Context: an optimization exercise on an open-source flow, tuned for small area. The choices shown serve that exercise and are no tape-out recipe.
Function was checked by simulation only, so behaviour that the tests miss may differ from the original.
No activity file was given, so power comes from the tool's default toggle rates. The flow treats the clock pin as an ideal source, which a real chip does not have.

== north ==
## fifo_param
module fifo_param #(
    parameter int DATA_W       = 128,
    parameter int DEPTH        = 16,
    parameter int ALM_FULL_TH  = 14,
    parameter int ALM_EMPTY_TH = 2,
    parameter int FWFT         = 0
) (
    input  logic                       clk,
    input  logic                       rst,
    input  logic                       i_wren,
    input  logic [DATA_W-1:0]          i_wrdata,
    input  logic                       i_rden,
    input  logic                       i_clr_err,
    output logic [DATA_W-1:0]          o_rddata,
    output logic                       o_rd_valid,
    output logic                       o_full,
    output logic                       o_empty,
    output logic                       o_alm_full,
    output logic                       o_alm_empty,
    output logic [$clog2(DEPTH):0]     o_count,
    output logic                       o_overflow,
    output logic                       o_underflow
);
export LEC_CHECK = 0
export CAP_MARGIN = 20
export CORE_MARGIN = 2
export CORE_UTILIZATION = 40
export SLEW_MARGIN = 30
export SYNTH_HIERARCHICAL = 1
export SYNTH_MINIMUM_KEEP_SIZE = 0
create_clock -name core_clock -period 4.0 [get_ports {clk}]
standard.sh (not shown) runs the stock make flow with config.mk's settings and CLKGATE_MAP_FILE= SYNTH_SCRIPT=/design/flow/synth_recipe.tcl, a recipe that flattens the netlist after the stock synthesis.
==> flow/flow/run.sh <==
#!/bin/bash
# The standard layout with two changes: ports are buffered with the
# smallest buffer, and CTS uses larger sink clusters without dummy loads.
# Each ORFS step logs to orfs/logs; make's own output goes to standard.log.
export BUFFER_PORTS_ARGS="-buffer_cell sky130_fd_sc_hd__buf_1"
export CTS_ARGS="-sink_clustering_enable -repair_clock_nets -dont_use_dummy_load -sink_clustering_size 30 -sink_clustering_max_diameter 100"
bash standard.sh > standard.log 2>&1
#### Input delta (south over north)
# north
export LEC_CHECK = 0
export CAP_MARGIN = 20
export CORE_MARGIN = 2
export CORE_UTILIZATION = 40
export SLEW_MARGIN = 30
export SYNTH_HIERARCHICAL = 1
export SYNTH_MINIMUM_KEEP_SIZE = 0
create_clock -name core_clock -period 4.0 [get_ports {clk}]
# south
export LEC_CHECK = 0
export CAP_MARGIN = 20
export CORE_MARGIN = 2
export CORE_UTILIZATION = 40
export SLEW_MARGIN = 20
export SYNTH_HIERARCHICAL = 1
export SYNTH_MINIMUM_KEEP_SIZE = 0
create_clock -name core_clock -period 4.0 [get_ports {clk}]
==> flow/run.sh (new file) <==
#!/bin/bash
# synth_recipe.tcl (not shown) runs the flow's synth.tcl, then flattens the netlist and writes it again
# the make line also repeats each setting of config.mk as NAME=value (left out here)
make -C /OpenROAD-flow-scripts/flow DESIGN_CONFIG=/design/flow/config.mk WORK_HOME=/design/flow/orfs CLKGATE_MAP_FILE= SYNTH_SCRIPT=/design/flow/synth_recipe.tcl finish
removed: flow/flow/run.sh
removed: flow/standard.sh
### Flow results
north | stages: all done | timing, DRC, antenna: all pass. south went all the way through the flow, and no timing, DRC or antenna check failed. Cmp south and north / clock buffer count from CTS / lower: north. Diff south and north: global-route usage over all layers lower in north. Delta (south minus north): clock buffer count has increased, wire length increased by about 1.4% relative to the old numbers, layout overhead on the synthesized area moved up. south: final design area excluding fillers 0.0074 mm2 above north.
The following lists how east was set up differently from south:
# south
export LEC_CHECK = 0
export CAP_MARGIN = 20
export CORE_MARGIN = 2
export CORE_UTILIZATION = 40
export SLEW_MARGIN = 20
export SYNTH_HIERARCHICAL = 1
export SYNTH_MINIMUM_KEEP_SIZE = 0
create_clock -name core_clock -period 4.0 [get_ports {clk}]
# east
export LEC_CHECK = 0
export CAP_MARGIN = 20
export CORE_MARGIN = 2
export CORE_UTILIZATION = 40
export SLEW_MARGIN = 30
export SYNTH_HIERARCHICAL = 1
export SYNTH_MINIMUM_KEEP_SIZE = 0
create_clock -name core_clock -period 4.0 [get_ports {clk}]
==> flow/flow/run.sh (new file) <==
#!/bin/bash
# The standard layout with two changes: ports are buffered with the
# smallest buffer, and CTS uses larger sink clusters without dummy loads.
# Each ORFS step logs to orfs/logs; make's own output goes to standard.log.
export BUFFER_PORTS_ARGS="-buffer_cell sky130_fd_sc_hd__buf_1"
export CTS_ARGS="-sink_clustering_enable -repair_clock_nets -dont_use_dummy_load -sink_clustering_size 28 -sink_clustering_max_diameter 120"
bash standard.sh > standard.log 2>&1
==> flow/standard.sh (new file) <==
#!/bin/bash
# synth_recipe.tcl (not shown) runs the flow's synth.tcl, then flattens the netlist and writes it again
# the make line also repeats each setting of config.mk as NAME=value (left out here)
make -C /OpenROAD-flow-scripts/flow DESIGN_CONFIG=/design/flow/config.mk WORK_HOME=/design/flow/orfs CLKGATE_MAP_FILE= SYNTH_SCRIPT=/design/flow/synth_recipe.tcl "${@:-finish}"
removed: flow/run.sh
### Flow results
- After detailed routing, south needs more wire than east.
- Comparing south against east, there is no change at all in synthesized-area fraction occupied by and/or/nand/nor cells.
- Going from south to east, global routing met3 resource utilization moved down, half-perimeter wire length of the detailed placement result went down by 6.7%, total global routing track utilization down 0.48 points.
- In east the static leakage turned out about 12% lower than in south.
- Relative to south, the final worst-path cycle share of east is lower by 18 points.
- Lower number of antenna violations at the first check in global routing goes to east over south.
- Setup slack in east is larger than in south.
- east vs. south: first-pass GRT wire length fell about 2%; upper clock frequency limit saw an increase.

[re-timing with driven ports]
In the flow no input, the clock included, has a driving cell. The finished layouts below were timed again as built, in two steps.
Step 1 (the two cells are an assumption about what drives the block):
set clk [get_ports {clk}]
set_driving_cell -lib_cell sky130_fd_sc_hd__clkbuf_16 $clk
set_driving_cell -lib_cell sky130_fd_sc_hd__buf_2 [delete_from_list [all_inputs] $clk]
Step 2 moves the port delays by t, midway between the first and last clock arrival at a register: inputs arrive t later, outputs are due t later. That takes back most of the time a late clock gives input paths.
Three values: no drivers, after step 1, after step 2; two values: the first two.
run | t (ns) | setup slack, ns | latest minus earliest clock arrival (ns) | worst slew at a driven data input, ns
north | 0.799 | 0.795 / 0.707 / 0.578 | 0.090 / 0.090 | 0.20
south | 0.914 | 0.102 / 0.013 / 0.534 | 0.048 / 0.048 | 0.18
east | 0.798 | 0.808 / 0.720 / 0.539 | 0.111 / 0.112 | 0.20
After both steps setup and hold are still met in every run listed. The setup slack of east, which loses most, moves by -0.088 ns with the drivers and by -0.269 ns with both steps.
